From an optimization exercise on the open Yosys and OpenROAD flow, aimed at small area and few clock cycles; shortcuts taken in it are not production practice.
Only simulation tests tie the RTL to the original design; equivalence was not proved.
No activity file was given, so power comes from the tool's default toggle rates.

==> inputs of run a <==
==> flow/design.v <==
package nonogram_pkg;
    localparam int MAX_DIM    = 8;
    localparam int NUM_LINES  = 2 * MAX_DIM;     
    localparam int LINE_IDX_W = 4;
    localparam int DIM_W      = 4;               
    typedef logic [MAX_DIM-1:0] pattern_t;
    typedef logic [LINE_IDX_W-1:0] line_idx_t;
    typedef logic [MAX_DIM*MAX_DIM-1:0] board_t;
    typedef struct packed {
        pattern_t known;
        pattern_t assigned;
    } line_view_t;
    typedef struct packed {
        line_idx_t line;
        pattern_t  ones;     
        pattern_t  zeros;    
    } line_update_t;
endpackage
module line_decode (
    input  logic [3:0] num_rows,
    input  logic [3:0] num_cols,
    input  logic [3:0] line,
    output logic       is_row,
    output logic [7:0] rsel,       
    output logic [7:0] csel,       
    output logic [7:0] row_act,
    output logic [7:0] col_act
);
    logic [3:0] col_idx;
    assign is_row  = line < num_rows;
    assign col_idx = line - num_rows;
    always_comb begin
        for (int i = 0; i < 8; i++) begin
            row_act[i] = num_rows > i;
            col_act[i] = num_cols > i;
            rsel[i]    = is_row && line[2:0] == i;
            csel[i]    = !is_row && col_idx[2:0] == i;
        end
    end
endmodule
module board_view (
    input  logic [7:0]  rsel,
    input  logic [7:0]  csel,
    input  logic [63:0] known,
    input  logic [63:0] assigned,
    output logic [7:0]  vk,
    output logic [7:0]  va
);
    always_comb begin
        for (int i = 0; i < 8; i++) begin
            vk[i] = 1'b0;
            va[i] = 1'b0;
            for (int j = 0; j < 8; j++) begin
                vk[i] = vk[i] | (rsel[j] & known[j*8 + i])    | (csel[j] & known[i*8 + j]);
                va[i] = va[i] | (rsel[j] & assigned[j*8 + i]) | (csel[j] & assigned[i*8 + j]);
            end
        end
    end
endmodule
module board_cells (
    input  logic        clk,
    input  logic        clr,
    input  logic [7:0]  rsel,
    input  logic [7:0]  csel,
    input  logic [7:0]  det,
    input  logic [7:0]  one,
    output logic [63:0] known,
    output logic [63:0] assigned
);
    always_ff @(posedge clk) begin
        for (int r = 0; r < 8; r++) begin
            for (int c = 0; c < 8; c++) begin
                logic hit;
                logic v;
                hit = (rsel[r] & det[c]) | (csel[c] & det[r]);
                v   = (rsel[r] & one[c]) | (csel[c] & one[r]);
                known[r*8 + c]    <= !clr & (known[r*8 + c] | hit);
                assigned[r*8 + c] <= !clr & (hit ? v : assigned[r*8 + c]);
            end
        end
    end
endmodule
module board_complete (
    input  logic [7:0]  row_act,
    input  logic [7:0]  col_act,
    input  logic [63:0] known,
    output logic        complete
);
    logic [7:0] row_done;
    always_comb begin
        for (int r = 0; r < 8; r++) begin
            row_done[r] = 1'b1;
            for (int c = 0; c < 8; c++) begin
                row_done[r] = row_done[r] & (known[r*8 + c] | !col_act[c]);
            end
        end
    end
    assign complete = &(row_done | ~row_act);
endmodule
module board_state (
    input  logic          clk,
    input  logic          clr,
    input  logic [3:0]    num_rows,
    input  logic [3:0]    num_cols,
    input  logic [3:0]    line,
    input  logic [7:0]    det,
    input  logic [7:0]    one,
    output logic          is_row,
    output logic [7:0]    row_act,
    output logic [7:0]    col_act,
    output logic [7:0]    vk,
    output logic [7:0]    va,
    output logic [63:0]   known,
    output logic [63:0]   assigned,
    output logic          complete
);
    logic [7:0] rsel;
    logic [7:0] csel;
    line_decode u_decode (
        .num_rows (num_rows),
        .num_cols (num_cols),
        .line     (line),
        .is_row   (is_row),
        .rsel     (rsel),
        .csel     (csel),
        .row_act  (row_act),
        .col_act  (col_act)
    );
    board_view u_view (
        .rsel     (rsel),
        .csel     (csel),
        .known    (known),
        .assigned (assigned),
        .vk       (vk),
        .va       (va)
    );
    board_cells u_cells (
        .clk      (clk),
        .clr      (clr),
        .rsel     (rsel),
        .csel     (csel),
        .det      (det),
        .one      (one),
        .known    (known),
        .assigned (assigned)
    );
    board_complete u_complete (
        .row_act  (row_act),
        .col_act  (col_act),
        .known    (known),
        .complete (complete)
    );
endmodule
module count_table (
    input  logic          clk,
    input  logic          start,
    input  logic [111:0]  counts,
    input  logic [3:0]    line,
    input  logic          dec,
    output logic [6:0]    count
);
    logic [15:0][6:0] tab;
    logic [6:0]       wd;
    logic [15:0]      en;
    assign count = tab[line];
    assign wd    = count - 1'b1;
    always_comb begin
        for (int i = 0; i < 16; i++) begin
            en[i] = start || (dec && line == i);
        end
    end
    always_ff @(posedge clk) begin
        for (int i = 0; i < 16; i++) begin
            if (en[i]) begin
                tab[i] <= start ? counts[i*7 +: 7] : wd;
            end
        end
    end
endmodule
module nonogram_solver (
    input  logic          clk,
    input  logic          rst,
    input  logic          start,
    input  logic [3:0]    num_rows,
    input  logic [3:0]    num_cols,
    input  logic [111:0]  counts,        
    input  logic [7:0]    in_word,
    input  logic          in_valid,
    output logic          in_ready,
    output logic [7:0]    out_word,
    output logic          out_valid,
    input  logic          out_ready,
    output logic [63:0]   known,
    output logic [63:0]   assigned,
    output logic          solved
);
    logic        run;         
    logic        fresh;       
    logic [6:0]  left;        
    logic [3:0]  cur_line;
    logic [7:0]  ones_acc;
    logic [7:0]  zeros_acc;
    logic [6:0]  ct_rd;
    logic [6:0]  rem;
    logic        is_hdr;
    logic        sgl;
    logic        complete;
    logic        stop;
    logic        in_fire;
    logic        clash;
    logic        fold;
    logic        keep;
    logic        last;
    logic        push;
    logic [7:0]  vk;
    logic [7:0]  va;
    assign rem    = fresh ? ct_rd : left;
    assign is_hdr = (rem == '0);
    assign sgl    = fresh && (ct_rd == 1);
    assign stop     = is_hdr && complete;
    assign solved   = run && stop;
    assign in_ready = run && !start && !stop && (!out_valid || out_ready);
    assign in_fire  = in_valid && in_ready;
    assign clash = |((in_word ^ va) & vk);
    assign fold  = sgl || !clash;
    assign keep  = !sgl && !clash;
    assign last  = in_fire && !is_hdr && (rem == 1);
    assign push  = in_fire && (is_hdr || keep);
    logic [7:0] ones_new;
    logic [7:0] zeros_new;
    logic [7:0] set1;
    logic [7:0] set0;
    logic       is_row;
    logic [7:0] row_act;
    logic [7:0] col_act;
    logic [7:0] len_mask;    
    logic [7:0] det;
    logic [7:0] one;
    assign ones_new  = ones_acc  & (fold ? in_word  : 8'hff);
    assign zeros_new = zeros_acc & (fold ? ~in_word : 8'hff);
    assign set1      = ones_new & ~zeros_new;
    assign set0      = zeros_new & ~ones_new;
    assign len_mask  = {8{last && !rst}} & (is_row ? col_act : row_act);
    assign det       = (set1 | set0) & len_mask;
    assign one       = set1 & len_mask;
    always_ff @(posedge clk) begin
        if (rst) begin
            run       <= 1'b0;
            out_valid <= 1'b0;
        end else begin
            if (start) begin
                run <= 1'b1;
            end
            if (push) begin
                out_valid <= 1'b1;
            end else if (out_ready) begin
                out_valid <= 1'b0;
            end
        end
        if (push) begin
            out_word <= in_word;
        end
        if (start) begin
            fresh <= 1'b0;
            left  <= '0;
        end else if (in_fire) begin
            fresh <= is_hdr;
            if (!is_hdr) begin
                left <= rem - 1'b1;
            end
        end
        if (in_fire) begin
            if (is_hdr) begin
                cur_line  <= in_word[3:0];
                ones_acc  <= '1;
                zeros_acc <= '1;
            end else begin
                ones_acc  <= ones_new;
                zeros_acc <= zeros_new;
            end
        end
    end
    count_table u_counts (
        .clk    (clk),
        .start  (start),
        .counts (counts),
        .line   (cur_line),
        .dec    (in_fire && !is_hdr && !keep),
        .count  (ct_rd)
    );
    board_state u_board (
        .clk      (clk),
        .clr      (rst || start),
        .num_rows (num_rows),
        .num_cols (num_cols),
        .line     (cur_line),
        .det      (det),
        .one      (one),
        .is_row   (is_row),
        .row_act  (row_act),
        .col_act  (col_act),
        .vk       (vk),
        .va       (va),
        .known    (known),
        .assigned (assigned),
        .complete (complete)
    );
endmodule
==> flow/flow/run.sh <==
#!/bin/bash
# The standard layout with three changes: the smallest buffer on every input
# and output port; logic gates that synthesis sized up swapped back to their
# smallest size before placement (downsize.tcl), leaving placement's repair to
# size up what the layout needs; and a clock tree of small buffers in small
# clusters without dummy loads.
set -euo pipefail
export BUFFER_PORTS_ARGS="-buffer_cell sky130_fd_sc_hd__buf_1"
export CTS_ARGS="-sink_clustering_enable -repair_clock_nets -dont_use_dummy_load -buf_list sky130_fd_sc_hd__clkbuf_4 -sink_clustering_size 12 -sink_clustering_max_diameter 35"
bash standard.sh floorplan > standard_floorplan.log 2>&1
RES=orfs/results/$FLOW_PLATFORM/nonogram_solver/base PLATFORM_DIR=$FLOW_HOME/platforms/$FLOW_PLATFORM \
    openroad -no_init -exit flow/downsize.tcl > downsize.log 2>&1
bash standard.sh finish > standard.log 2>&1
==> flow/flow/downsize.tcl <==
# Swap every logic gate that synthesis sized up for the weakest cell with the
# same function and pins, where that cell is smaller; placement's repair then
# sizes up only what the layout needs. Flip-flops, buffers and inverters are
# left alone.
set res $::env(RES)
read_liberty $::env(PLATFORM_DIR)/lib/sky130_fd_sc_hd__tt_025C_1v80.lib
read_db $res/2_floorplan.odb
set n 0
foreach inst [get_cells *] {
  set m [get_property $inst ref_name]
  if {![regexp {^(sky130_fd_sc_hd__([a-z0-9]+))_([0-9]+)$} $m -> base func drive]} { continue }
  if {$drive <= 1} { continue }
  if {[regexp {^(buf|clkbuf|inv|clkinv|bufinv|dfxtp|edfxtp|dfrtp|dfstp|dfbbp|dfxbp|sdf|sedf|dlx|dlclkp|conb|tap|fill|decap|diode|clkdly|dlygate|dlymetal)} $func]} { continue }
  foreach d {1 0} {
    set cand [get_lib_cells -quiet ${base}_$d]
    if {[llength $cand] && [get_property $cand area] < [get_property [get_lib_cells $m] area]} {
      replace_cell $inst $cand
      incr n
      break
    }
  }
}
puts "downsized $n gates"
write_db $res/2_floorplan.odb
==> flow/standard.sh <==
#!/bin/bash
# synth_recipe.tcl (not shown) runs the flow's synth.tcl, then flattens the netlist and writes it again
# the make line also repeats each setting of config.mk as NAME=value (left out here)
make -C /OpenROAD-flow-scripts/flow DESIGN_CONFIG=/design/flow/config.mk WORK_HOME=/design/flow/orfs CLKGATE_MAP_FILE= SYNTH_SCRIPT=/design/flow/synth_recipe.tcl "${@:-finish}"
==> flow/config.mk <==
export PLATFORM = sky130hd
export DESIGN_NAME = nonogram_solver
export DESIGN_NICKNAME = nonogram_solver
export VERILOG_FILES = /design/flow/design.v
export SDC_FILE = /design/flow/constraint.sdc
export NUM_CORES = 4
export LEC_CHECK = 0
export CAP_MARGIN = 20
export CORE_MARGIN = 2
export CORE_UTILIZATION = 60
export SLEW_MARGIN = 20
export SYNTH_HIERARCHICAL = 1
==> flow/constraint.sdc <==
create_clock -name core_clock -period 10.0 [get_ports {clk}]
set_input_delay 2.0000 -clock core_clock [delete_from_list [all_inputs] [get_ports {clk}]]
set_output_delay 2.0000 -clock core_clock [all_outputs]
set_load 0.01 [all_outputs]
==> run b (differences from run a) <==
==> flow/design.v, changed modules only <==
module line_decode (
    input  logic [3:0] num_rows,
    input  logic [3:0] num_cols,
    input  logic [3:0] line,
    output logic [7:0] rsel,       
    output logic [7:0] csel,       
    output logic [7:0] row_act,
    output logic [7:0] col_act
);
    logic       is_row;
    logic [3:0] col_idx;
    assign is_row  = line < num_rows;
    assign col_idx = line - num_rows;
    always_comb begin
        for (int i = 0; i < 8; i++) begin
            row_act[i] = num_rows > i;
            col_act[i] = num_cols > i;
            rsel[i]    = is_row && line[2:0] == i;
            csel[i]    = !is_row && col_idx[2:0] == i;
        end
    end
endmodule
module board_spread (
    input  logic       upd,
    input  logic [7:0] rsel,
    input  logic [7:0] csel,
    input  logic [7:0] row_act,
    input  logic [7:0] col_act,
    input  logic [7:0] set1,
    input  logic [7:0] set0,
    output logic [7:0] ru,
    output logic [7:0] cu,
    output logic [7:0] r1,
    output logic [7:0] r0,
    output logic [7:0] c1,
    output logic [7:0] c0
);
    assign ru = {8{upd}} & rsel;
    assign cu = {8{upd}} & csel;
    assign r1 = set1 & col_act;
    assign r0 = set0 & col_act;
    assign c1 = set1 & row_act;
    assign c0 = set0 & row_act;
endmodule
module board_cells (
    input  logic        clk,
    input  logic        clr,
    input  logic [7:0]  ru,
    input  logic [7:0]  cu,
    input  logic [7:0]  r1,
    input  logic [7:0]  r0,
    input  logic [7:0]  c1,
    input  logic [7:0]  c0,
    output logic [63:0] known,
    output logic [63:0] assigned
);
    always_ff @(posedge clk) begin
        for (int r = 0; r < 8; r++) begin
            for (int c = 0; c < 8; c++) begin
                logic s1;
                logic s0;
                s1 = (ru[r] & r1[c]) | (cu[c] & c1[r]);
                s0 = (ru[r] & r0[c]) | (cu[c] & c0[r]);
                known[r*8 + c]    <= (known[r*8 + c] & !clr) | s1 | s0;
                assigned[r*8 + c] <= s1 | (assigned[r*8 + c] & !(s0 | clr));
            end
        end
    end
endmodule
module board_state (
    input  logic          clk,
    input  logic          clr,
    input  logic [3:0]    num_rows,
    input  logic [3:0]    num_cols,
    input  logic [3:0]    line,
    input  logic          upd,
    input  logic [7:0]    set1,
    input  logic [7:0]    set0,
    output logic [7:0]    vk,
    output logic [7:0]    va,
    output logic [63:0]   known,
    output logic [63:0]   assigned,
    output logic          complete
);
    logic [7:0] rsel;
    logic [7:0] csel;
    logic [7:0] row_act;
    logic [7:0] col_act;
    logic [7:0] ru;
    logic [7:0] cu;
    logic [7:0] r1;
    logic [7:0] r0;
    logic [7:0] c1;
    logic [7:0] c0;
    line_decode u_decode (
        .num_rows (num_rows),
        .num_cols (num_cols),
        .line     (line),
        .rsel     (rsel),
        .csel     (csel),
        .row_act  (row_act),
        .col_act  (col_act)
    );
    board_view u_view (
        .rsel     (rsel),
        .csel     (csel),
        .known    (known),
        .assigned (assigned),
        .vk       (vk),
        .va       (va)
    );
    board_spread u_spread (
        .upd     (upd),
        .rsel    (rsel),
        .csel    (csel),
        .row_act (row_act),
        .col_act (col_act),
        .set1    (set1),
        .set0    (set0),
        .ru      (ru),
        .cu      (cu),
        .r1      (r1),
        .r0      (r0),
        .c1      (c1),
        .c0      (c0)
    );
    board_cells u_cells (
        .clk      (clk),
        .clr      (clr),
        .ru       (ru),
        .cu       (cu),
        .r1       (r1),
        .r0       (r0),
        .c1       (c1),
        .c0       (c0),
        .known    (known),
        .assigned (assigned)
    );
    board_complete u_complete (
        .row_act  (row_act),
        .col_act  (col_act),
        .known    (known),
        .complete (complete)
    );
endmodule
module nonogram_solver (
    input  logic          clk,
    input  logic          rst,
    input  logic          start,
    input  logic [3:0]    num_rows,
    input  logic [3:0]    num_cols,
    input  logic [111:0]  counts,        
    input  logic [7:0]    in_word,
    input  logic          in_valid,
    output logic          in_ready,
    output logic [7:0]    out_word,
    output logic          out_valid,
    input  logic          out_ready,
    output logic [63:0]   known,
    output logic [63:0]   assigned,
    output logic          solved
);
    logic        run;         
    logic        fresh;       
    logic [6:0]  left;        
    logic [3:0]  cur_line;
    logic [7:0]  ones_acc;
    logic [7:0]  zeros_acc;
    logic [6:0]  ct_rd;
    logic [6:0]  rem;
    logic        is_hdr;
    logic        sgl;
    logic        complete;
    logic        stop;
    logic        in_fire;
    logic        clash;
    logic        fold;
    logic        keep;
    logic        last;
    logic        push;
    logic [7:0]  vk;
    logic [7:0]  va;
    assign rem    = fresh ? ct_rd : left;
    assign is_hdr = (rem == '0);
    assign sgl    = fresh && (ct_rd == 1);
    assign stop     = is_hdr && complete;
    assign solved   = run && stop;
    assign in_ready = run && !start && !stop && (!out_valid || out_ready);
    assign in_fire  = in_valid && in_ready;
    assign clash = |((in_word ^ va) & vk);
    assign fold  = sgl || !clash;
    assign keep  = !sgl && !clash;
    assign last  = in_fire && !is_hdr && (rem == 1);
    assign push  = in_fire && (is_hdr || keep);
    logic [7:0] ones_new;
    logic [7:0] zeros_new;
    logic [7:0] set1;
    logic [7:0] set0;
    assign ones_new  = ones_acc  & (fold ? in_word  : 8'hff);
    assign zeros_new = zeros_acc & (fold ? ~in_word : 8'hff);
    assign set1      = ones_new & ~zeros_new;
    assign set0      = zeros_new & ~ones_new;
    always_ff @(posedge clk) begin
        if (rst) begin
            run       <= 1'b0;
            out_valid <= 1'b0;
        end else begin
            if (start) begin
                run <= 1'b1;
            end
            if (push) begin
                out_valid <= 1'b1;
            end else if (out_ready) begin
                out_valid <= 1'b0;
            end
        end
        if (push) begin
            out_word <= in_word;
        end
        if (start) begin
            fresh <= 1'b0;
            left  <= '0;
        end else if (in_fire) begin
            fresh <= is_hdr;
            if (!is_hdr) begin
                left <= rem - 1'b1;
            end
        end
        if (in_fire) begin
            if (is_hdr) begin
                cur_line  <= in_word[3:0];
                ones_acc  <= '1;
                zeros_acc <= '1;
            end else begin
                ones_acc  <= ones_new;
                zeros_acc <= zeros_new;
            end
        end
    end
    count_table u_counts (
        .clk    (clk),
        .start  (start),
        .counts (counts),
        .line   (cur_line),
        .dec    (in_fire && !is_hdr && !keep),
        .count  (ct_rd)
    );
    board_state u_board (
        .clk      (clk),
        .clr      (rst || start),
        .num_rows (num_rows),
        .num_cols (num_cols),
        .line     (cur_line),
        .upd      (last && !rst),
        .set1     (set1),
        .set0     (set0),
        .vk       (vk),
        .va       (va),
        .known    (known),
        .assigned (assigned),
        .complete (complete)
    );
endmodule
==> flow/flow/run.sh (replaced) <==
#!/bin/bash
# The standard layout with three changes: the smallest buffer on every input
# and output port, a clock tree of small buffers in clusters without dummy
# loads, and downsizing of gates off the critical paths after global routing.
set -euo pipefail
export BUFFER_PORTS_ARGS="-buffer_cell sky130_fd_sc_hd__buf_1"
export CTS_ARGS="-sink_clustering_enable -repair_clock_nets -dont_use_dummy_load -buf_list sky130_fd_sc_hd__clkbuf_4 -sink_clustering_size 12 -sink_clustering_max_diameter 40"
export RECOVER_POWER=100
bash standard.sh > standard.log 2>&1
Settings changed: CORE_UTILIZATION 60 to 40, CTS_BUF_LIST set to sky130_fd_sc_hd__clkbuf_4.
removed: flow/flow/downsize.tcl
==> comparison table <==
quantity	run b	run a
Result of the run	complete, but fails checks	no timing/DRC/antenna violations
Reasons for failing layout checks	capacitance limit, slew limit	-
Average wire per cell in the routed design	30.4 um	27.4 um
Placement-stage cell area	17,300 um2	16,500 um2
Clock network contribution to total cell area	1.88%	1.97%
Met1 wire length	27,300 um	20,600 um
Well Taps	532	330
Top layer in use	met5	met4
Final-layout fill cell count	4,009	2,071
Syn avg cell area	10.2 um2	10.0 um2
Internal	1.59 mW	1.59 mW
Launch point of the worst reg-to-reg path	cur_line[1]	cur_line[0]
Cell depth of the worst flop-to-flop path	18	22
Global routing met3 resource utilization	8.59%	12.1%
Multi-input combinational cell area	8100 um2	7040 um2
M2 GR Usage	49.9%	63.5%
Hold path startpoint	left[6]	run
Cell row count	74	58
Testbench counts of run a, summed over its fixed seeds: cycles 95,857.
Testbench counts of run b, summed over its fixed seeds: cycles 95,857.

re-timing with driven ports:
In the flow no input, the clock included, has a driving cell. The finished layouts below were timed again as built, in two steps.
Step 1 (the two cells are an assumption about what drives the block):
set clk [get_ports {clk}]
set_driving_cell -lib_cell sky130_fd_sc_hd__clkbuf_16 $clk
set_driving_cell -lib_cell sky130_fd_sc_hd__buf_2 [delete_from_list [all_inputs] $clk]
Step 2 adds t to the input delays and takes it off the output delays; t is the mean of the earliest and latest rising clock arrival at the registers after step 1. Input paths then give back, and output paths get back, about the clock's delay inside the block.
Three values: ideal ports, drivers, drivers and shift; two values: the first two.
run | t (ns) | setup slack, ns | cell pins on the clock port's net
run a | 0.709 | 2.043 / 2.057 / 1.348 | 1
run b | 0.790 | 1.822 / 1.847 / 1.057 | 1
The setup slack of run b, which loses most, moves by +0.025 ns with the drivers and by -0.765 ns with both steps.
